Context: an optimization exercise on an open-source flow, tuned for small area. The choices shown serve that exercise and are no tape-out recipe.
Only simulation tests tie the RTL to the original design; equivalence was not proved.
Power figures rest on the tool's default switching activity, not on a simulated workload.

==> design.v <==
package nn_accel_pkg;
    localparam int XLEN           = 32;
    localparam int WORDS_PER_LINE = 4;
    localparam int LINE_W         = XLEN * WORDS_PER_LINE;    
    localparam int FRAC_BITS      = 16;                       
    localparam int MAX_LAYERS     = 4;
    typedef logic [XLEN-1:0] word_t;
    localparam word_t FX_ONE = word_t'(1) << FRAC_BITS;       
    typedef struct packed {
        word_t spare;
        word_t total_layers;
        word_t weights_base;
        word_t neurons_base;
    } desc_hdr_t;
    typedef union packed {
        word_t [WORDS_PER_LINE-1:0] words;    
        desc_hdr_t                  hdr;      
    } line_u;
    typedef struct packed {
        logic  strobe;    
        logic  rw;        
        word_t addr;      
        word_t wdata;
    } mem_req_t;
    typedef struct packed {
        logic  ready;
        line_u line;      
    } mem_rsp_t;
    typedef struct packed {
        logic  valid;
        logic  first;     
        logic  last;      
        word_t neuron;
        word_t weight;
    } mac_op_t;
endpackage
`timescale 1ns/1ps
module nn_accel (
    input  logic         clk_i,
    input  logic         rst_i,
    input  logic         cmd_strobe_i,
    input  logic [31:0]  cmd_addr_i,
    output logic         mem_req_strobe_o,
    output logic         mem_req_rw_o,
    output logic [31:0]  mem_req_addr_o,
    output logic [31:0]  mem_req_wdata_o,
    input  logic         mem_rsp_ready_i,
    input  logic [127:0] mem_rsp_line_i,
    output logic         done_o,
    output logic [31:0]  class_o
);
    localparam logic [2:0] S_IDLE = 3'd0,    
                           S_SIZE = 3'd1,    
                           S_HDR  = 3'd2,    
                           S_WRD  = 3'd3,    
                           S_STEP = 3'd4,    
                           S_WR   = 3'd5,    
                           S_AMAX = 3'd6,    
                           S_ACMP = 3'd7;    
    logic [2:0]  st_q;
    logic        wait_q;       
    logic        done_q;
    logic [29:0] nb_q;         
    logic [29:0] wp_q;         
    logic [5:0]  sp_q;         
    logic [5:0]  sc_q;         
    logic [5:0]  s2_q;         
    logic [5:0]  s3_q;
    logic [1:0]  nl_q;         
    logic [6:0]  ii_q;         
    logic [5:0]  jj_q;         
    logic [5:0]  bi_q;         
    logic [5:0]  kk_q;         
    logic [31:0] w_q;          
    logic [47:0] r_q;          
    logic        xb_q;         
    logic        lo_q;         
    logic        hi_q;         
    logic        cm_q;         
    logic [1:0]  pp_q;         
    logic [6:0] sp_full;
    logic       bias;
    logic       last_n;
    logic       last_l;
    logic       rdy;
    logic       skip_cmp;
    logic       rd_mode;
    logic       need;
    logic       cap;
    logic       skip_lo;
    logic       mac_end;
    logic       ld;
    logic       cmp_end;
    logic       adv;
    assign sp_full  = {sp_q == 6'd0, sp_q};
    assign bias     = (ii_q == sp_full);
    assign last_n   = (6'(jj_q + 6'd1) == sc_q);
    assign last_l   = (nl_q == 2'd0);
    assign rdy      = mem_rsp_ready_i;
    assign skip_cmp = (jj_q == 6'd0) || r_q[47];
    assign rd_mode  = (st_q == S_STEP) && !bias && !kk_q[5];
    always_comb begin
        case (st_q)
            S_SIZE, S_WRD, S_WR: need = 1'b1;
            S_HDR:  need = !lo_q;
            S_STEP: need = rd_mode;
            S_AMAX: need = !skip_cmp;
            default: need = 1'b0;
        endcase
    end
    assign cap     = ((st_q == S_STEP) || (st_q == S_ACMP)) && (kk_q != 6'd48) &&
                     (rd_mode ? rdy : !lo_q);
    assign skip_lo = cap && !rd_mode && !xbit;
    assign mac_end = (kk_q == 6'd48) && !lo_q && !hi_q;
    assign ld      = ((st_q == S_WRD) || (st_q == S_AMAX) || (st_q == S_HDR)) && rdy;
    assign cmp_end = (st_q == S_ACMP) && mac_end;
    assign adv     = ((st_q == S_WR) && rdy && !last_l) ||
                     ((st_q == S_AMAX) && skip_cmp) || cmp_end;
    logic [1:0]  wsel;
    logic [31:0] ws;           
    logic [29:0] base;
    logic        use_sp;
    logic [6:0]  off_b;
    logic        cin;
    logic [7:0]  lo;
    logic [29:0] sum;
    always_comb begin
        base   = nb_q;
        use_sp = 1'b0;
        off_b  = 7'd0;
        cin    = 1'b0;
        case (st_q)
            S_IDLE: base = {cmd_addr_i[31:4], 2'b00};    
            S_SIZE: off_b = 7'd4;
            S_HDR:  if (lo_q) base = w_q[31:2]; else off_b = ii_q;
            S_WRD:  begin base = wp_q; cin = wait_q; end
            S_STEP: off_b = ii_q;
            S_WR:   begin use_sp = 1'b1; off_b = wait_q ? 7'd0 : {1'b0, jj_q}; end
            S_AMAX: begin use_sp = 1'b1; off_b = {1'b0, bi_q}; end
            default: ;
        endcase
    end
    logic [6:0]  spo;
    logic [6:0]  cs_s;         
    logic [7:0]  cs_c;
    logic [7:0]  lc;
    logic [23:0] hc;
    assign spo = use_sp ? sp_full : 7'd0;
    always_comb begin
        cs_c[0] = cin;
        for (int b = 0; b < 7; b++) begin
            cs_s[b]     = base[b] ^ spo[b] ^ off_b[b];
            cs_c[b + 1] = (base[b] & spo[b]) | (base[b] & off_b[b]) | (spo[b] & off_b[b]);
        end
        lc[0] = 1'b0;
        for (int b = 0; b < 7; b++) begin
            lo[b]     = cs_s[b] ^ cs_c[b] ^ lc[b];
            lc[b + 1] = (cs_s[b] & cs_c[b]) | (cs_s[b] & lc[b]) | (cs_c[b] & lc[b]);
        end
        lo[7] = lc[7] | cs_c[7];    
        for (int b = 0; b < 23; b++) begin
            if (b % 6 == 0) begin
                hc[b] = lo[7];
                for (int k = 7; k < b + 7; k++) hc[b] = hc[b] & base[k];
            end
            sum[b + 7] = base[b + 7] ^ hc[b];
            hc[b + 1]  = base[b + 7] & hc[b];
        end
        sum[6:0] = lo[6:0];
    end
    logic        xbit;
    assign wsel = (st_q == S_WRD) ? wp_q[1:0] : sum[1:0];
    assign ws   = mem_rsp_line_i[32*wsel +: 32];
    always_comb begin
        if (st_q == S_ACMP) begin
            xbit = kk_q[4] || (kk_q == 6'd32);              
        end else if (bias) begin
            xbit = (kk_q == 6'd16);                          
        end else if (!kk_q[5]) begin
            xbit = ws[kk_q[4:0]];
        end else begin
            xbit = (kk_q == 6'd32) && xb_q;                  
        end
    end
    assign mem_req_strobe_o = need && !wait_q;
    assign mem_req_rw_o     = (st_q == S_WR);
    assign mem_req_addr_o   = {sum, 2'b00};
    assign mem_req_wdata_o  = r_q[47] ? 32'd0 : r_q[47:16];    
    assign done_o           = done_q;
    assign class_o          = {26'd0, bi_q};
    logic        sub;          
    logic [15:0] op_lo;
    logic [15:0] op_hi;
    logic [16:0] s_lo;
    logic [16:0] s_hi;
    logic [16:0] cl;
    logic [16:0] ch;
    logic        near;         
    logic [2:0]  t3;           
    assign sub   = (kk_q == 6'd33);
    assign op_lo = xb_q ? (w_q[15:0] ^ {16{sub}}) : 16'd0;
    assign op_hi = xb_q ? w_q[31:16] : 16'd0;
    always_comb begin
        cl[0] = xb_q && sub;
        ch[0] = cm_q;
        for (int b = 0; b < 16; b++) begin
            s_lo[b]   = r_q[b] ^ op_lo[b] ^ cl[b];
            cl[b + 1] = (r_q[b] & op_lo[b]) | (r_q[b] & cl[b]) | (op_lo[b] & cl[b]);
            s_hi[b]   = r_q[b + 16] ^ op_hi[b] ^ ch[b];
            ch[b + 1] = (r_q[b + 16] & op_hi[b]) | (r_q[b + 16] & ch[b]) | (op_hi[b] & ch[b]);
        end
        s_lo[16] = cl[16];
        s_hi[16] = ch[16];
    end
    assign near = (kk_q <= 6'd16);
    assign t3   = {2'b00, r_q[32]} + {pp_q[1], pp_q} + {2'b00, ch[16]}
                  - {2'b00, xb_q && w_q[31]};
    always_ff @(posedge clk_i) begin
        if (rst_i) begin
            st_q   <= S_IDLE;
            wait_q <= 1'b0;
            done_q <= 1'b0;
            lo_q   <= 1'b0;
            hi_q   <= 1'b0;
        end else begin
            done_q <= 1'b0;
            lo_q   <= (cap && !skip_lo) || (st_q == S_HDR && rdy);
            hi_q   <= lo_q || skip_lo;
            if (mem_req_strobe_o) begin
                wait_q <= 1'b1;
            end else if (rdy) begin
                wait_q <= 1'b0;
            end
            case (st_q)
                S_IDLE: if (cmd_strobe_i) st_q <= S_SIZE;
                S_SIZE: if (rdy) st_q <= S_HDR;
                S_HDR:  if (lo_q && !ii_q[0]) st_q <= S_WRD;
                S_WRD:  if (rdy) st_q <= S_STEP;
                S_STEP: if (mac_end) st_q <= bias ? S_WR : S_WRD;
                S_WR:   if (rdy && last_l) st_q <= S_AMAX;
                S_AMAX: if (rdy) st_q <= S_ACMP;
                default: ;
            endcase
            if (adv) begin
                if (last_n && last_l) begin
                    st_q   <= S_IDLE;
                    done_q <= 1'b1;
                end else begin
                    st_q   <= S_WRD;
                end
            end
        end
    end
    always_ff @(posedge clk_i) begin
        if (st_q == S_IDLE && cmd_strobe_i) begin
            nb_q <= sum;
        end
        if (st_q == S_SIZE && rdy) begin
            sp_q <= mem_rsp_line_i[5:0];
            sc_q <= mem_rsp_line_i[37:32];
            s2_q <= mem_rsp_line_i[69:64];
            s3_q <= mem_rsp_line_i[101:96];
            ii_q <= 7'd1;
        end
        if (st_q == S_HDR && rdy) begin
            nl_q <= {mem_rsp_line_i[66], mem_rsp_line_i[64]};
        end
        if (st_q == S_HDR && lo_q) begin
            if (ii_q[0]) begin
                wp_q <= sum;
            end else begin
                nb_q <= sum;
            end
            ii_q <= 7'd0;
            jj_q <= 6'd0;
        end
        if (cap) begin
            xb_q <= xbit;
            kk_q <= kk_q + 6'd1;
        end
        if (lo_q) begin
            r_q[15:0] <= s_lo[15:0];
            cm_q      <= s_lo[16];
        end
        if (skip_lo) begin
            cm_q      <= 1'b0;
        end
        if (hi_q) begin
            r_q  <= {r_q[0], r_q[47:33], near ? t3[0] : r_q[32], s_hi[15:0], r_q[15:1]};
            pp_q <= near ? t3[2:1] : 2'b00;
        end
        if (ld) begin
            w_q       <= ws;
            kk_q      <= 6'd0;
            pp_q      <= 2'b00;
            r_q[15:0] <= 16'd0;
            if (st_q == S_WRD) begin
                wp_q <= sum;
                if (ii_q == 7'd0) begin
                    r_q[47:16] <= 32'd0;
                end
            end
        end
        if (mac_end && st_q == S_STEP && !bias) begin
            ii_q <= ii_q + 7'd1;
        end
        if ((st_q == S_AMAX && jj_q == 6'd0) ||
            (cmp_end && !r_q[47] && (r_q[47:16] != 32'd0))) begin
            bi_q <= jj_q;
        end
        if (adv) begin
            ii_q <= 7'd0;
            if (last_n) begin
                jj_q <= 6'd0;
                if (!last_l) begin
                    nb_q <= sum;
                    sp_q <= sc_q;
                    sc_q <= s2_q;
                    s2_q <= s3_q;
                    nl_q <= nl_q - 2'd1;
                end
            end else begin
                jj_q <= jj_q + 6'd1;
            end
        end
    end
endmodule
==> flow/run.sh <==
#!/bin/bash
# The standard layout, with two changes:
#  - synthesis maps the logic with an area-oriented ABC script (flow/area.abc);
#    every other synthesis step, and so every register, is the standard one
#  - the ports are buffered with the smallest buffer cell
#  - the clock tree uses fewer, larger register clusters
#  - one tie cell drives all the constant outputs
set -euo pipefail
here=$(pwd)
cat > "$here/synth_area.tcl" <<EOT
proc synth {args} { yosys synth -nofsm -noshare {*}\$args }
proc abc {args} {
  set i [lsearch \$args -script]
  set args [lreplace \$args [expr {\$i + 1}] [expr {\$i + 1}] $here/flow/area.abc]
  yosys abc {*}\$args
}
EOT
# the rest is the standard flow's own synthesis script, unchanged
tail -n +2 "$here/synth_recipe.tcl" >> "$here/synth_area.tcl"
export BUFFER_PORTS_ARGS="-buffer_cell sky130_fd_sc_hd__buf_1"
# a few large clusters of registers per clock buffer, no dummy loads
export CTS_ARGS="-sink_clustering_enable -repair_clock_nets -sink_clustering_size 16 -sink_clustering_max_diameter 60 -buf_list sky130_fd_sc_hd__clkbuf_8 -dont_use_dummy_load"
bash standard.sh "SYNTH_SCRIPT=$here/synth_area.tcl" SKIP_REPAIR_TIE_FANOUT=1 finish > "$here/flow_make.log" 2>&1
==> flow/area.abc <==
strash
dc2
dch -f
amap
strash
dc2
dch -f
amap
strash
&get -n
&deepsyn -T 60
&put
dch -f
amap -A 10 -F 4
==> standard.sh <==
#!/bin/bash
# synth_recipe.tcl (not shown) runs the flow's synth.tcl, then flattens the netlist and writes it again
# the make line also repeats each setting of config.mk as NAME=value (left out here)
make -C /OpenROAD-flow-scripts/flow DESIGN_CONFIG=/design/flow/config.mk WORK_HOME=/design/flow/orfs CLKGATE_MAP_FILE= SYNTH_SCRIPT=/design/flow/synth_recipe.tcl "${@:-finish}"
==> config.mk <==
export PLATFORM = sky130hd
export DESIGN_NAME = nn_accel
export DESIGN_NICKNAME = nn_accel
export VERILOG_FILES = /design/flow/design.v
export SDC_FILE = /design/flow/constraint.sdc
export NUM_CORES = 4
export LEC_CHECK = 0
export CAP_MARGIN = 10
export CORE_MARGIN = 2
export CORE_UTILIZATION = 40
export SLEW_MARGIN = 10
==> constraint.sdc <==
create_clock -name core_clock -period 12.0 [get_ports {clk_i}]
set_input_delay 2.4000 -clock core_clock [delete_from_list [all_inputs] [get_ports {clk_i}]]
set_output_delay 2.4000 -clock core_clock [all_outputs]
set_load 0.01 [all_outputs]
==> run_results.csv, run 1 <==
group,metric,value,unit
sta,skew,39.97,ps
run_status,status,"complete, no violations",
logic_synthesis,synth.most_common_cell,"clkinv_1",
grt,busiest_layer,"met2",
grt,grtUsageMet1,30.84,%
grt,grt_pass1_vias,9240,
floorplan,rows,60,
routing,wire_per_inst,19.57,um
sta,fin_setup_tns,0,ps
sta,min_period_over_period,96.01,%
clocking,htreeDepth,1,
clocking,cts_tree,"done",
critical_path,start_kind,"input pin",
sta,rsz0062_at_grt,"no",
logic_synthesis,synth.area.top_cells,"dfxtp_1 28%, edfxtp_1 14%, fa_1 8.7%",
clocking,cts_hold_buf,0,
sta,slew-limit-headroom,20.00,%
sta,worst_pin_slew,1196,ps
routing,drc,0,
logic_synthesis,synth_cell_types,46,
logic_synthesis,synth_top_area_share,28.01,%
critical_path,cp.arrival,9120,ps
grt,globalRouteMet2Util,40.35,%
sta,timing.final.ws_setup,479.3,ps
clocking,cts.sinks,202,
logic_synthesis,synthArstFlopShare,0,%
floorplan,fp.dieH,168.2,um
logic_synthesis,syn-cell-area,10790,um^2
logic_synthesis,synth_nets,1400,
grt,grt_remaining_overflow,0,
sta,setup_viol,0,
critical_path,end_kind,"primary output",
logic_synthesis,yosys_register_bits,202,
power_and_ir_drop,p_leak,0.004311,uW
critical_path,cp_common_cell,"ha_1",
logic_synthesis,yosysTopAreaCell,"dfxtp_1",
floorplan,initial_utilization,40.37,%
clocking,cts_buffer_depth,3,
placement,dpl.hpwl,25560,um
logic_synthesis,synth_edf_count,51,
sta,whs,434.7,ps
routing,vias,9881,
power_and_ir_drop,peakVddDrop,0.1379,mV
sta,maxSlewViolCount,0,
grt,grt.total_usage,23.40,%
critical_path,required,9600,ps
logic_synthesis,syn_inst,1158,
logic_synthesis,ys_top_cells_by_count,"245 x clkinv_1, 151 x dfxtp_1, 122 x nor2_1",
placement,pre_cts_ws,247.5,ps
clocking,root_buffer,"clkbuf_8",
clocking,numCtsBuffers,21,
grt,grt_pass1_wl,52050,um
layout,regArea,4556,um^2
layout,num-nets-final,1648,
routing,drt.antenna.violating_nets,0,
sta,max_freq,86.80,MHz
layout,drive_gt1_share,4.630,%
grt,met3_usage,3.409,%
critical_path,path_max_fanout,3,
clocking,clock_latency,540,ps
logic_synthesis,ys_seq_area_share,42.21,%
logic_synthesis,yosysWarnings,1,
min_path,hold_path_class,"flop to flop",
routing,viasPerCell,5.659,
layout,nFillCells,2655,
placement,numPortBuffers,229,
power_and_ir_drop,p_per_area,286.2,nW/um^2
layout,multi_input_area,5172,um^2
logic_synthesis,avgSynthCellArea,9.318,um^2
floorplan,pin_count,263,
routing,dr.pass1.iters,7,
logic_synthesis,synth_ff_type,"dfxtp_1",
placement,gp_congestion,0.8887,
layout,syn2layout_area_growth,15.04,%
job,cap_viol_max_count,0,
sta,hold_viol,0,
critical_path,cp_slowest_stage_delay,460,ps
sta,post-route-min-period,11520,ps
clocking,clk_pin_slew,60,ps
critical_path,crit_type,"input pin to primary output",
floorplan,die_w,168.2,um
floorplan,dieArea,28310,um^2
floorplan,core_area,26730,um^2
grt,antenna_found_initial,1,
routing,first_iter_violations,1098,
critical_path,cpMaxStageDelayCell,"fa_1",
grt,grt_max_degree,48,
routing,wl,34170,um
==> timing repair <==
item,CTS,global route
gates resized for setup,0,16
setup endpoints to repair,0,4
setup buffers,0,2
==> routing by layer <==
metal	vias to the layer above	routed length, um
met3	50	2518
li1	4709	-
met5	-	0
met2	429	16510
met4	0	854
met1	4693	14280
==> flip-flops by register name, summed over array words and instances (netlist names), 3 cells and up <==
name and flops:
wp_q 30, kk_q 6, w_q 32, s3_q 6, r_q 48, sc_q 6
bi_q 6, jj_q 6, ii_q 7, nb_q 30, sp_q 6, st_q 3
s2_q 6
==> worst paths after layout <==
path,startpoint,end,slack [ps],cells after the start
setup / recovery,cmd_addr_i[4],mem_req_addr_o[31],480,38
hold / removal,nb_q[14],nb_q[14],430,2
setup reg to reg,xb_q,r_q[15],2430,27
hold reg to reg,nb_q[14],nb_q[14],430,2
==> report_power, final <==
group          total [uW]  switching [uW]  internal [uW]  leakage (uW)
combinational        1950            1220            735       0.00243
sequential           1210             189           1020       0.00173
clock                 391             234            156      0.000151
==> kinds of logic (layout without fill, tap and decap cells) <==
group / after synthesis / in the layout / share of synthesized area (%)
AO/OA/AOI/OAI: 358 / 358 / 25.05
XOR/XNOR: 1 / 1 / 0.08118
adder cells (fa/ha/maj): 78 / 78 / 12.31
buffers and inverters: 274 / 520 / 10.54
flip-flops: 202 / 202 / 42.21
other: 1 / 2 / 0.03475
AND/OR/NAND/NOR: 244 / 244 / 9.775
==> through the flow <==
| stage | power (uW) | util (%) | cell area [um^2] | cells |
|---|---|---|---|---|
| floorplan | 2453 | - | 10790 | 1158 |
| global placement | 3112 | 45.18 | 12080 | 1722 |
| detailed placement | 3147 | 45.18 | 12080 | 1722 |
| CTS | 3542 | 46.26 | 12360 | 1743 |
| global route | 3812 | 46.44 | 12410 | 1745 |
| finish | 3552 | 46.45 | 12410 | 1746 |
==> cell type report <==
type / count / share of cell area, %
repair buffers: 254 / 8.437
clock buffers: 21 / 2.328
well taps: 341 / 3.437
inverters: 245 / 7.409
flip-flops and latches: 202 / 36.70
diodes: 1 / 0.02016
multi-input cells: 682 / 41.67
==> layout by cell type, fill, tap and decap left out, types with 46 or more instances in the layout <==
| cell type | n |
|---|---|
| a222oi_1 | 65 |
| o21ai_0 | 55 |
| o22ai_1 | 55 |
| edfxtp_1 | 51 |
| buf_1 | 229 |
| nand2_1 | 50 |
| a21oi_1 | 46 |
| nor2_1 | 118 |
| clkinv_1 | 242 |
| dfxtp_1 | 150 |
==> worst max-delay path: cells and delay by family <==
kind | cells | cell delay, ps
compound gates | 3 | 570
fa+ha+maj | 28 | 5530
buf+inv | 5 | 430
simple gates | 2 | 170
==> inputs of run 2 (changes only) <==
==> flow/area.abc (replaced) <==
strash
dc2
dch -f
amap
strash
dc2
dch -f
amap
strash
dch -f
amap -A 10 -F 4
==> run_results.csv, run 2 <==
group,metric,value,unit
run_status,status,"complete, no violations",
logic_synthesis,synth_top_area_share,27.94,%
logic_synthesis,ys_top_cells_by_count,"151 x dfxtp_1, 149 x clkinv_1, 138 x nor2_1",
layout,nFillCells,2692,
sta,maxSlewViolCount,0,
layout,largest_reg_flops,48,
routing,vias,10259,
critical_path,crit_type,"input pin to primary output",
clocking,numCtsBuffers,20,
critical_path,crit-reg2reg-launch,"kk_q[1]",
power_and_ir_drop,p_clk_share,11.2,%
power_and_ir_drop,p_int,1833,uW
routing,drt.antenna.violating_nets,0,
power_and_ir_drop,power_frac_comb,53.1,%
sta,timing.final.ws_setup,462.6,ps
layout,fin_util,46.53,%
logic_synthesis,avgSynthCellArea,9.270,um^2
placement,pre_cts_ws,193.4,ps
layout,antennaDiodeCount,0,
critical_path,required,9600,ps
power_and_ir_drop,p_sw,1533,uW
logic_synthesis,yosysTopAreaCell,"dfxtp_1",
critical_path,path_max_fanout,2,
logic_synthesis,syn_inst,1167,
logic_synthesis,ys_seq_area_share,42.10,%
sta,max_freq,86.68,MHz
critical_path,reg2reg_depth,26,
min_path,hold_start,"wp_q[22]",
routing,first_iter_violations,1366,
clocking,clk_pin_slew,90,ps
grt,grt_max_degree,66,
logic_synthesis,synth_ff_type,"dfxtp_1",
sta,setup_viol,0,
logic_synthesis,synth.most_common_cell,"dfxtp_1",
min_path,holdPathStages,2,
clocking,htreeDepth,1,
placement,dpl.hpwl,25590,um
grt,antenna_found_initial,0,
clocking,cts_setup_buffers,0,
sta,hold_viol,0,
clocking,cts.sinks,202,
logic_synthesis,synthArstFlopShare,0,%
critical_path,reg2reg_slack,2380,ps
floorplan,die_w,168.5,um
clocking,cts_hold_buf,0,
min_path,whs_endpoint,"wp_q[22]",
logic_synthesis,syn-cell-area,10820,um^2
power_and_ir_drop,p_leak,0.004336,uW
placement,gp_congestion,0.9238,
layout,top_register,"r_q",
logic_synthesis,synth_cell_types,43,
min_path,hold_path_class,"flop to flop",
floorplan,fp.dieH,168.5,um
sta,worst_pin_slew,1141,ps
clocking,cts_buffer_depth,3,
grt,grt_remaining_overflow,0,
routing,dr.pass1.iters,8,
sta,min_period_over_period,96.14,%
logic_synthesis,synth_nets,1409,
floorplan,initial_utilization,40.48,%
grt,grt_pass1_wl,54300,um
layout,num-nets-final,1656,
placement,numPortBuffers,229,
critical_path,cpMaxStageDelayCell,"fa_1",
logic_synthesis,synth.area.top_cells,"dfxtp_1 28%, edfxtp_1 14%, fa_1 8.7%",
logic_synthesis,yosysWarnings,1,
clocking,cts_tree,"done",
layout,reg.largest.list,"r_q: 48 flops, w_q: 32 flops",
sta,skew,82.61,ps
grt,grt.total_usage,24.24,%
sta,rsz0062_at_grt,"no",
critical_path,start_kind,"input pin",
floorplan,pin_count,263,
layout,drive_gt1_share,4.674,%
grt,grt_pass1_vias,9435,
logic_synthesis,yosys_register_bits,202,
critical_path,r2r_end,"r_q[15]",
routing,wire_per_inst,19.94,um
power_and_ir_drop,p_per_area,270.7,nW/um^2
critical_path,end_kind,"primary output",
critical_path,cp_common_cell,"ha_1",
power_and_ir_drop,peakVddDrop,0.1909,mV
layout,syn2layout_area_growth,14.94,%
floorplan,core_area,26730,um^2
sta,slew-limit-headroom,23.63,%
job,cap_viol_max_count,0,
sta,fin_setup_tns,0,ps
routing,wl,34950,um
clocking,root_buffer,"clkbuf_8",
critical_path,cp_slowest_stage_delay,490,ps
routing,viasPerCell,5.852,
critical_path,cp.arrival,9140,ps
sta,post-route-min-period,11540,ps
layout,layout_commonest_cell,"buf_1",
clocking,clock_latency,560,ps
floorplan,dieArea,28380,um^2
routing,drc,0,
power_and_ir_drop,p_seq_share,35.7,%
layout,final_cell_mix,"228 x buf_1, 149 x dfxtp_1, 147 x clkinv_1",
power_and_ir_drop,switching_share,45.54,%
logic_synthesis,synth_edf_count,51,
floorplan,rows,60,
## run 2: metal layers
| layer | global-route usage [%] | up-vias | wire [um] |
|---|---|---|---|
| li1 | - | 4887 | - |
| met1 | 35.39 | 4843 | 15750 |
| met2 | 37.36 | 478 | 15380 |
| met3 | 4.209 | 51 | 3074 |
| met4 | 6.184 | 0 | 740 |
| met5 | 0 | - | 0 |
## run 2: worst max-delay path by stage
stage             startpoint                  to  slack [ps]  cells after the start
2_1_floorplan        st_q[1]  mem_req_addr_o[31]         820                     41
3_3_place_gp   cmd_addr_i[4]  mem_req_addr_o[31]         260                     37
5_1_grt              st_q[1]  mem_req_addr_o[31]           3                     45
4_1_cts        cmd_addr_i[4]  mem_req_addr_o[31]         140                     37
3_5_place_dp   cmd_addr_i[4]  mem_req_addr_o[31]         190                     37
6_report       cmd_addr_i[4]  mem_req_addr_o[31]         460                     37
## run 2: critical path, delay by kind of cell
kind / cells / cell delay (ps)
AO/OA/AOI/OAI: 3 / 300
AND/OR/NAND/NOR: 2 / 230
adder cells (fa/ha/maj): 28 / 5870
buffers and inverters: 4 / 350
## run 2: repair_timing
item	in CTS	in global routing
endpoints found under the setup margin	0	3
resized for setup	0	17
endpoints found under the hold margin	0	0
## run 2: final cells by class
cell class | count | area, um^2 | area share [%]
inverter | 149 | 566.8 | 4.558
timing repair buffer | 254 | 1052 | 8.462
multi-input combinational | 787 | 5554 | 44.67
sequential | 202 | 4559 | 36.67
tap | 341 | 426.7 | 3.431
clock buffer | 20 | 275.3 | 2.214
## run 2: kinds of logic after synthesis
kind of cell,Yosys count,synth area share (%)
AO/OA/AOI/OAI,434,27.49
AND/OR/NAND/NOR,274,10.91
other,1,0.03466
adder cells (fa/ha/maj),78,12.28
flip-flops,202,42.10
buffers and inverters,178,7.183
## run 2: power by group through the flow
stage | registers, uW | logic, uW | clock network, uW
floorplan | 1150 | 1230 | 0
global placement | 1210 | 1740 | 0
detailed placement | 1210 | 1770 | 0
CTS | 1190 | 1770 | 391
global route | 1230 | 1990 | 412
finish | 1200 | 1790 | 378
## run 2: metrics by stage
step	power, uW	cell area, um^2	hold WS (ps)	instances
global placement	2947	12110	421.0	1733
global route	3629	12430	460.0	1753
CTS	3357	12390	442.0	1753
floorplan	2385	10820	415.6	1167
finish	3366	12430	439.1	1753
detailed placement	2972	12110	429.2	1733
==> inputs of run 3 (changes only) <==
==> flow/area.abc (replaced) <==
strash
dc2
dch -f
amap
strash
dc2
dch -f
amap
strash
dch -f
amap -A 10 -F 4
topo
stime -c
buffer -c
upsize -c
dnsize -c
==> run_results.csv, run 3 <==
group,metric,value,unit
routing,dr.pass1.iters,8,
clocking,cts_tree,"done",
run_status,status,"complete, no violations",
floorplan,die_w,171.1,um
power_and_ir_drop,p_per_area,276.6,nW/um^2
floorplan,core_area,27630,um^2
logic_synthesis,syn_inst,1243,
sta,setup_viol,0,
sta,hold_viol,0,
placement,gp_congestion,0.9113,
sta,rsz0062_at_grt,"no",
power_and_ir_drop,p_leak,0.004785,uW
logic_synthesis,synth.most_common_cell,"dfxtp_1",
layout,drive_gt1_share,5.583,%
layout,syn2layout_area_growth,12.15,%
floorplan,fp.dieH,171.1,um
critical_path,r2r_end,"r_q[15]",
logic_synthesis,yosysTopAreaCell,"dfxtp_1",
logic_synthesis,synth.area.top_cells,"dfxtp_1 27%, edfxtp_1 14%, fa_1 8.4%",
clocking,htreeDepth,1,
logic_synthesis,synth_ff_type,"dfxtp_1",
placement,dpl.hpwl,28400,um
min_path,whs_endpoint,"s2_q[1]",
critical_path,start_kind,"input pin",
critical_path,crit_type,"input pin to primary output",
logic_synthesis,ys_top_cells_by_count,"151 x dfxtp_1, 138 x nor2_1, 137 x inv_1",
layout,final_cell_mix,"228 x buf_1, 149 x dfxtp_1, 136 x inv_1, 136 x nor2_1, 133 x o22ai_1",
floorplan,rows,61,
grt,grt_pass1_vias,9428,
layout,fin_util,45.35,%
placement,numPortBuffers,229,
clocking,clk_pin_slew,80,ps
grt,globalRouteMet2Util,39.60,%
logic_synthesis,synthArstFlopShare,0,%
grt,grt.total_usage,25.19,%
logic_synthesis,avgSynthCellArea,8.989,um^2
layout,largest_reg_flops,48,
layout,num-nets-final,1659,
logic_synthesis,syn-cell-area,11170,um^2
grt,grt_max_degree,66,
clocking,root_buffer,"clkbuf_8",
critical_path,reg2reg_depth,26,
logic_synthesis,synth_cell_types,54,
sta,timing.final.ws_setup,473.6,ps
grt,grt_remaining_overflow,0,
min_path,hold_path_class,"flop to flop",
sta,maxSlewViolCount,0,
critical_path,end_kind,"primary output",
routing,drc,0,
routing,viasPerCell,5.799,
logic_synthesis,synth_nets,1485,
layout,reg.largest.list,"r_q: 48 flops, w_q: 32 flops",
critical_path,required,9600,ps
grt,antenna_found_initial,1,
clocking,cts_buffer_depth,3,
sta,worst_pin_slew,1239,ps
critical_path,reg2reg_slack,2860,ps
sta,post-route-min-period,11530,ps
grt,grtUsageMet1,34.64,%
placement,pre_cts_ws,28.76,ps
floorplan,dieArea,29290,um^2
critical_path,path_max_fanout,3,
clocking,cts.sinks,202,
critical_path,cp.arrival,9130,ps
layout,layout_commonest_cell,"buf_1",
floorplan,pin_count,263,
grt,grt_pass1_wl,55750,um
min_path,hold_start,"s3_q[1]",
min_path,holdPathStages,2,
routing,wl,37860,um
clocking,clock_latency,570,ps
logic_synthesis,yosys_register_bits,202,
critical_path,cpMaxStageDelayCell,"fa_1",
grt,busiest_layer,"met2",
logic_synthesis,ys_seq_area_share,40.76,%
routing,vias,10403,
sta,skew,92.31,ps
logic_synthesis,yosysWarnings,1,
critical_path,cp_common_cell,"ha_1",
sta,slew-limit-headroom,17.11,%
grt,met3_usage,5.482,%
layout,top_register,"r_q",
logic_synthesis,synth_edf_count,51,
routing,wire_per_inst,21.10,um
critical_path,cp_slowest_stage_delay,480,ps
sta,fin_setup_tns,0,ps
sta,max_freq,86.76,MHz
critical_path,crit-reg2reg-launch,"kk_q[1]",
sta,min_period_over_period,96.05,%
floorplan,initial_utilization,40.44,%
power_and_ir_drop,peakVddDrop,0.1356,mV
clocking,numCtsBuffers,22,
routing,drt.antenna.violating_nets,0,
routing,first_iter_violations,1177,
job,cap_viol_max_count,0,
logic_synthesis,synth_top_area_share,27.05,%
-- run 3: final cells by class --
cell class                 count  area, um^2
clock buffer                  22       302.8
fill                        2869       15100
sequential                   202        4557
multi-input combinational    787        5577
timing repair buffer         255        1060
inverter                     149       559.3
tap                          378       473.0
antenna                        1       2.502
-- run 3: worst max-delay path: cells and delay by family --
family / cells / cell delay [ps]
compound gates: 3 / 460
fa+ha+maj: 28 / 5780
buf+inv: 4 / 420
simple gates: 1 / 90
-- run 3: how the worst max path moves through the flow --
stage                                     to          start  slack, ps
after detailed placement  mem_req_addr_o[31]  cmd_addr_i[4]         30
after global routing      mem_req_addr_o[31]  cmd_addr_i[4]         20
after CTS                 mem_req_addr_o[31]  cmd_addr_i[4]         50
after global placement    mem_req_addr_o[31]  cmd_addr_i[4]        180
after floorplan           mem_req_addr_o[31]  cmd_addr_i[4]       1010
final                     mem_req_addr_o[31]  cmd_addr_i[4]        470
-- run 3: timing repair --
action,in CTS,in global routing
gates resized for setup,1,14
hold buffers,0,0
endpoints found under the setup margin,1,2
setup buffers,0,2
-- run 3: metrics by stage --
step / instance area, um^2 / total power, uW / cells / hold slack, ps
2_1_floorplan: 11170 / 2443 / 1243 / 417.8
3_3_place_gp: 12170 / 3005 / 1769 / 427.4
3_5_place_dp: 12170 / 3032 / 1769 / 441.0
4_1_cts: 12480 / 3434 / 1791 / 437.1
5_1_grt: 12530 / 3712 / 1793 / 446.6
6_report: 12530 / 3467 / 1794 / 429.5
-- run 3: cell families after synthesis --
family / count (synthesis) / synth area share (%)
AO/OA/AOI/OAI: 434 / 26.76
AND/OR/NAND/NOR: 274 / 10.71
buffers and inverters: 254 / 9.843
flip-flops: 202 / 40.76
adder cells (fa/ha/maj): 78 / 11.89
other: 1 / 0.03356
-- run 3: metal layers --
| layer | vias to the layer above | routed length (um) |
|---|---|---|
| met3 | 73 | 3763 |
| met5 | - | 0 |
| li1 | 4870 | - |
| met1 | 4932 | 15810 |
| met4 | 0 | 1326 |
| met2 | 528 | 16960 |
-- run 3: report_power, final --
| part | switching, uW | internal [uW] |
|---|---|---|
| sequential | 199 | 1010 |
| clock | 233 | 163 |
| combinational | 1190 | 679 |
| total | 1620 | 1850 |
==> inputs of run 4 (changes only) <==
==> flow/area.abc (replaced) <==
strash
&get -n
&deepsyn -T 150
&put
dc2
dch -f
amap
strash
dch -f
amap -A 10 -F 4
--- a/config.mk
+++ b/config.mk
@@ -9,3 +9,4 @@
 export CORE_MARGIN = 2
-export CORE_UTILIZATION = 40
+export CORE_UTILIZATION = 55
+export PLACE_DENSITY = 0.75
 export SLEW_MARGIN = 10
==> run_results.csv, run 4 <==
group,metric,value,unit
logic_synthesis,ys_top_cells_by_count,"238 x clkinv_1, 151 x dfxtp_1, 114 x nor2_1",
logic_synthesis,synth_edf_count,51,
layout,antennaDiodeCount,0,
logic_synthesis,syn-cell-area,10640,um^2
critical_path,start_kind,"input pin",
sta,rsz0062_at_grt,"no",
sta,fin_setup_tns,0,ps
critical_path,required,9600,ps
critical_path,cp-startpoint,"cmd_addr_i[4]",
floorplan,die_w,143.1,um
grt,grt_pass1_wl,47690,um
critical_path,path_max_fanout,2,
clocking,root_buffer,"clkbuf_8",
critical_path,cp_common_cell,"ha_1",
sta,skew,50.77,ps
clocking,clk_pin_slew,100,ps
sta,min_period_over_period,96.68,%
critical_path,cpMaxStageDelayCell,"fa_1",
logic_synthesis,synth.most_common_cell,"clkinv_1",
clocking,clock_latency,520,ps
placement,gp_congestion,0.9813,
layout,drive_gt1_share,3.924,%
logic_synthesis,ys_seq_area_share,42.81,%
layout,syn2layout_area_growth,13.54,%
critical_path,r2r_end,"r_q[15]",
logic_synthesis,synth.area.top_cells,"dfxtp_1 28%, edfxtp_1 14%, fa_1 8.8%",
critical_path,crit-reg2reg-launch,"xb_q",
layout,final_cell_mix,"237 x clkinv_1, 228 x buf_1, 149 x dfxtp_1",
run_status,status,"complete, no violations",
logic_synthesis,avgSynthCellArea,9.331,um^2
logic_synthesis,yosys_register_bits,202,
routing,wire_per_inst,19.03,um
routing,drt.antenna.violating_nets,0,
logic_synthesis,yosysTopAreaCell,"dfxtp_1",
job,cap_viol_max_count,0,
layout,largest_reg_flops,48,
critical_path,end_kind,"primary output",
clocking,cts_setup_buffers,0,
floorplan,core_area,18830,um^2
floorplan,fp.dieH,143.1,um
critical_path,reg2reg_depth,26,
floorplan,dieArea,20470,um^2
layout,top_register,"r_q",
sta,max_freq,86.20,MHz
critical_path,cp_slowest_stage_delay,490,ps
floorplan,rows,50,
layout,reg.largest.list,"r_q: 48 flops, w_q: 32 flops",
critical_path,cp.arrival,9200,ps
logic_synthesis,synth_ff_type,"dfxtp_1",
grt,grt_remaining_overflow,0,
layout,stdcell_area,12080,um^2
routing,first_iter_violations,926,
placement,pre_cts_ws,200.3,ps
routing,viasPerCell,5.977,
placement,numPortBuffers,229,
clocking,cts_tree,"done",
clocking,numCtsBuffers,18,
sta,maxSlewViolCount,0,
sta,slew-limit-headroom,20.01,%
logic_synthesis,syn_inst,1140,
routing,wl,31130,um
power_and_ir_drop,p_leak,0.004243,uW
sta,post-route-min-period,11600,ps
sta,setup_viol,0,
sta,hold_viol,0,
power_and_ir_drop,p_per_area,327.6,nW/um^2
clocking,cts_buffer_depth,3,
routing,drc,0,
critical_path,crit_end,"mem_req_addr_o[31]",
logic_synthesis,yosysWarnings,1,
clocking,cts.sinks,202,
logic_synthesis,synthArstFlopShare,0,%
grt,antenna_found_initial,0,
floorplan,initial_utilization,56.49,%
critical_path,reg2reg_slack,2740,ps
layout,layout_commonest_cell,"clkinv_1",
sta,worst_pin_slew,1200,ps
grt,grt_max_degree,48,
logic_synthesis,synth_cell_types,47,
routing,vias,9778,
sta,timing.final.ws_setup,398.8,ps
floorplan,pin_count,263,
placement,dpl.hpwl,23230,um
logic_synthesis,synth_top_area_share,28.42,%
logic_synthesis,synth_nets,1382,
min_path,hold_path_class,"flop to flop",
routing,dr.pass1.iters,7,
grt,grt.total_usage,30.06,%
clocking,htreeDepth,1,
layout,num-nets-final,1620,
critical_path,crit_type,"input pin to primary output",
grt,grt_pass1_vias,9011,
placement,place_area,11810,um^2
power_and_ir_drop,peakVddDrop,0.1955,mV
==> run 4: worst max-delay path: cells and delay by family <==
family / cells / cell delay [ps]
simple gates: 1 / 90
compound gates: 3 / 520
buf+inv: 4 / 410
fa+ha+maj: 28 / 5800
==> run 4: kinds of logic (layout without fill, tap and decap cells) <==
family / after synthesis / count (layout) / synth area share (%)
adders and majority gates: 78 / 78 / 12.49
DFF: 202 / 202 / 42.81
other: 1 / 1 / 0.03525
AOI/OAI and AO/OA: 360 / 360 / 24.99
buffers and inverters: 267 / 503 / 10.44
and+or+nand+nor: 232 / 232 / 9.221
==> run 4: power by group <==
group	leakage [uW]	total (uW)	switching [uW]	internal [uW]
Combinational	0.00238	2360	1490	864
Clock	0.000129	354	219	135
Sequential	0.00173	1240	200	1040
Total	0.00424	3960	1910	2040
==> run 4: worst min-delay path by stage <==
stage	startpoint	slack, ps	end	cells past startpoint
CTS	s3_q[2]	430	s2_q[2]	2
detailed placement	wp_q[25]	430	wp_q[25]	2
finish	s3_q[2]	430	s2_q[2]	2
global route	s3_q[1]	460	s2_q[1]	2
global placement	nb_q[11]	420	nb_q[11]	2
floorplan	nb_q[11]	420	nb_q[11]	2
==> run 4: final cells by class <==
class / instances / area (um^2)
well taps: 260 / 325.3
clock buffers: 18 / 247.7
multi-input cells: 671 / 5055
fillers: 1643 / 6753
inverters: 238 / 893.4
flip-flops and latches: 202 / 4557
repair buffers: 247 / 999.7
==> run 4: per-stage QoR <==
stage          utilization (%)  power (uW)  hold WS [ps]  instances
2_1_floorplan                -        2765         415.6       1140
3_3_place_gp             62.72        3522         421.8       1618
3_5_place_dp             62.72        3585         428.7       1618
4_1_cts                  64.04        3936         429.8       1636
5_1_grt                  64.14        4254         455.9       1636
6_report                 64.14        3956         425.5       1636
==> run 4: routing by layer <==
| metal | GRT usage (%) | part of all wire (%) | vias to the layer above | routed length [um] |
|---|---|---|---|---|
| li1 | - | - | 4648 | - |
| met1 | 39.34 | 40 | 4586 | 12600 |
| met2 | 49.13 | 46 | 457 | 14470 |
| met3 | 3.756 | 7.6 | 87 | 2377 |
| met4 | 15.48 | 5.4 | 0 | 1679 |
| met5 | 0 | 0 | - | 0 |
==> run 4: what timing repair did <==
item                       4_1_cts  5_1_grt
gates resized for setup          0       13
hold buffers                     0        0
setup endpoints to repair        0        2
==> inputs of run 5 (changes only) <==
--- a/flow/run.sh
+++ b/flow/run.sh
@@ -21,3 +21,3 @@
 # a few large clusters of registers per clock buffer, no dummy loads
-export CTS_ARGS="-sink_clustering_enable -repair_clock_nets -sink_clustering_size 16 -sink_clustering_max_diameter 60 -buf_list sky130_fd_sc_hd__clkbuf_8 -dont_use_dummy_load"
+export CTS_ARGS="-sink_clustering_enable -repair_clock_nets -sink_clustering_size 18 -sink_clustering_max_diameter 70 -buf_list sky130_fd_sc_hd__clkbuf_8 -dont_use_dummy_load"
 bash standard.sh "SYNTH_SCRIPT=$here/synth_area.tcl" SKIP_REPAIR_TIE_FANOUT=1 finish > "$here/flow_make.log" 2>&1
==> flow/area.abc (replaced) <==
strash
&get -n
&deepsyn -T 300
&put
dc2
dch -f
amap
strash
dch -f
amap -A 10 -F 4
==> run_results.csv, run 5 <==
group,metric,value,unit
clocking,cts_tree,"done",
clocking,clock_latency,520,ps
logic_synthesis,synth_cell_types,47,
placement,gp_congestion,0.9813,
layout,reg.largest.list,"r_q: 48 flops, w_q: 32 flops",
critical_path,start_kind,"input pin",
sta,skew,25.08,ps
power_and_ir_drop,p_leak,0.004222,uW
layout,largest_reg_flops,48,
sta,fin_setup_tns,0,ps
grt,grt.total_usage,30.01,%
floorplan,rows,50,
logic_synthesis,yosys_register_bits,202,
routing,first_iter_violations,988,
logic_synthesis,yosysTopAreaCell,"dfxtp_1",
critical_path,crit_type,"input pin to primary output",
routing,wire_per_inst,19.02,um
placement,numPortBuffers,229,
logic_synthesis,yosysWarnings,1,
placement,pre_cts_ws,200.3,ps
layout,nFillCells,1642,
critical_path,cp_slowest_stage_delay,490,ps
routing,drc,0,
layout,num-nets-final,1617,
critical_path,cp_common_cell,"ha_1",
routing,viasPerCell,5.998,
clocking,cts_setup_buffers,0,
critical_path,cpMaxStageDelayCell,"fa_1",
clocking,htreeDepth,1,
logic_synthesis,synth_nets,1382,
power_and_ir_drop,peakVddDrop,0.2054,mV
floorplan,initial_utilization,56.49,%
power_and_ir_drop,power,3930,uW
grt,grt_pass1_wl,47650,um
critical_path,cp.arrival,9200,ps
layout,stdcell_area,12040,um^2
floorplan,pin_count,263,
sta,hold_viol,0,
sta,setup_viol,0,
logic_synthesis,synth_edf_count,51,
layout,syn2layout_area_growth,13.15,%
logic_synthesis,avgSynthCellArea,9.331,um^2
routing,wl,31060,um
layout,antennaDiodeCount,0,
power_and_ir_drop,p_per_area,326.5,nW/um^2
layout,final_cell_mix,"237 x clkinv_1, 228 x buf_1, 149 x dfxtp_1",
logic_synthesis,synthArstFlopShare,0,%
routing,vias,9795,
sta,post-route-min-period,11600,ps
critical_path,path_max_fanout,2,
routing,drt.antenna.violating_nets,0,
sta,min_period_over_period,96.63,%
placement,dpl.hpwl,23230,um
sta,timing.final.ws_setup,404.2,ps
floorplan,dieArea,20470,um^2
min_path,hold_path_class,"flop to flop",
layout,drive_gt1_share,3.714,%
floorplan,core_area,18830,um^2
job,cap_viol_max_count,0,
routing,dr.pass1.iters,9,
floorplan,die_w,143.1,um
logic_synthesis,synth_ff_type,"dfxtp_1",
clocking,root_buffer,"clkbuf_8",
clocking,numCtsBuffers,15,
logic_synthesis,syn-cell-area,10640,um^2
layout,layout_commonest_cell,"clkinv_1",
sta,maxSlewViolCount,0,
grt,grt_remaining_overflow,0,
run_status,status,"complete, no violations",
clocking,cts.sinks,202,
sta,rsz0062_at_grt,"no",
floorplan,fp.dieH,143.1,um
logic_synthesis,synth.most_common_cell,"clkinv_1",
grt,antenna_found_initial,0,
layout,top_register,"r_q",
logic_synthesis,ys_seq_area_share,42.81,%
logic_synthesis,synth.area.top_cells,"dfxtp_1 28%, edfxtp_1 14%, fa_1 8.8%",
sta,max_freq,86.24,MHz
sta,slew-limit-headroom,21.66,%
critical_path,required,9600,ps
grt,grt_max_degree,48,
grt,grt_pass1_vias,9031,
sta,worst_pin_slew,1175,ps
clocking,cts_buffer_depth,3,
placement,place_area,11810,um^2
logic_synthesis,synth_top_area_share,28.42,%
logic_synthesis,ys_top_cells_by_count,"238 x clkinv_1, 151 x dfxtp_1, 114 x nor2_1",
clocking,clk_pin_slew,110,ps
logic_synthesis,syn_inst,1140,
critical_path,end_kind,"primary output",
## run 5: cell types whose count changed in the layout (fill, tap and decap cells not counted)
cell,previous run,this run
clkbuf_8,18,15
## run 5: area by class of cell
cell class	count	area [um^2]	share of cell area (%)
multi-input combinational	671	5055	42.00
timing repair buffer	247	999.7	8.306
tap	260	325.3	2.703
sequential	202	4557	37.86
clock buffer	15	206.4	1.715
inverter	238	893.4	7.422
## run 5: kinds of logic (layout without fill, tap and decap cells)
group | Yosys count | in the layout | share of synthesized area [%]
adders and majority gates | 78 | 78 | 12.49
AOI/OAI and AO/OA | 360 | 360 | 24.99
DFF | 202 | 202 | 42.81
other | 1 | 1 | 0.03525
and+or+nand+nor | 232 | 232 | 9.221
buffers and inverters | 267 | 500 | 10.44
## run 5: path summary, 6_finish.rpt
kind / startpoint / end / slack [ps] / depth (start not counted)
worst max register to register: xb_q / r_q[15] / 2720 / 26
worst min-delay path: s3_q[3] / s2_q[3] / 440 / 2
worst min register to register: s3_q[3] / s2_q[3] / 440 / 2
worst max-delay path: cmd_addr_i[4] / mem_req_addr_o[31] / 400 / 36
## run 5: critical path, delay by kind of cell
kind	cells	cell delay (ps)
AOI/OAI and AO/OA	3	500
adders and majority gates	28	5790
and+or+nand+nor	1	90
buffers and inverters	4	400
## run 5: report_power, final
part	switching, uW	total (uW)	internal, uW
clock network	213	327	114
logic	1490	2360	864
registers	202	1250	1040
total	1910	3930	2020
## run 5: metrics by stage
| step | cells | hold slack (ps) | utilization (%) |
|---|---|---|---|
| final | 1633 | 436.4 | 63.92 |
| after detailed placement | 1618 | 428.7 | 62.72 |
| after global placement | 1618 | 421.8 | 62.72 |
| after CTS | 1633 | 441.2 | 63.82 |
| after floorplan | 1140 | 415.6 | - |
| after global routing | 1633 | 459.9 | 63.92 |
## run 5: per-layer routing
| layer | GRT usage [%] | vias to the layer above | part of all wire, % |
|---|---|---|---|
| met5 | 0 | - | 0 |
| met4 | 15.79 | 0 | 5.5 |
| met3 | 3.387 | 82 | 7.7 |
| met2 | 49.61 | 464 | 47 |
| met1 | 38.88 | 4607 | 40 |
| li1 | - | 4642 | - |
## run 5: what timing repair did
| item | 4_1_cts | 5_1_grt |
|---|---|---|
| setup endpoints to repair | 0 | 2 |
| resized for setup | 0 | 13 |
| hold buffers | 0 | 0 |

## afterwards: timing with drivers on the ports
How much do the figures lean on ideal ports? The routed layouts below were timed once more, with nothing changed but the port constraints. Step 1 sets driving cells, clkbuf_16 on the clock port and buf_2 on the other inputs (assumed; they add their load-dependent delay and slew). Step 2 moves the port delays by t, midway between the first and last clock arrival at a register: inputs arrive t later, outputs are due t later. That takes back most of the time a late clock gives input paths. a / b / c = no drivers / after step 1 / after step 2; a / b = the first two.
| run | t, ns | slack for setup (ns) | slew at the worst register clock pin (ns) | pins driven straight from the clock port |
|---|---|---|---|---|
| run 1 | 0.564 | 0.479 / 0.460 / 0.460 | 0.10 / 0.10 | 1 |
| run 2 | 0.568 | 0.463 / 0.418 / 0.440 | 0.10 / 0.10 | 1 |
| run 3 | 0.569 | 0.474 / 0.448 / 0.448 | 0.10 / 0.10 | 1 |
| run 4 | 0.536 | 0.399 / 0.375 / 0.375 | 0.11 / 0.11 | 1 |
| run 5 | 0.546 | 0.404 / 0.380 / 0.380 | 0.12 / 0.12 | 1 |
After both steps setup and hold are still met in every run listed. The setup slack of run 3, which loses most, moves by -0.026 ns with the drivers and by -0.026 ns with both steps.
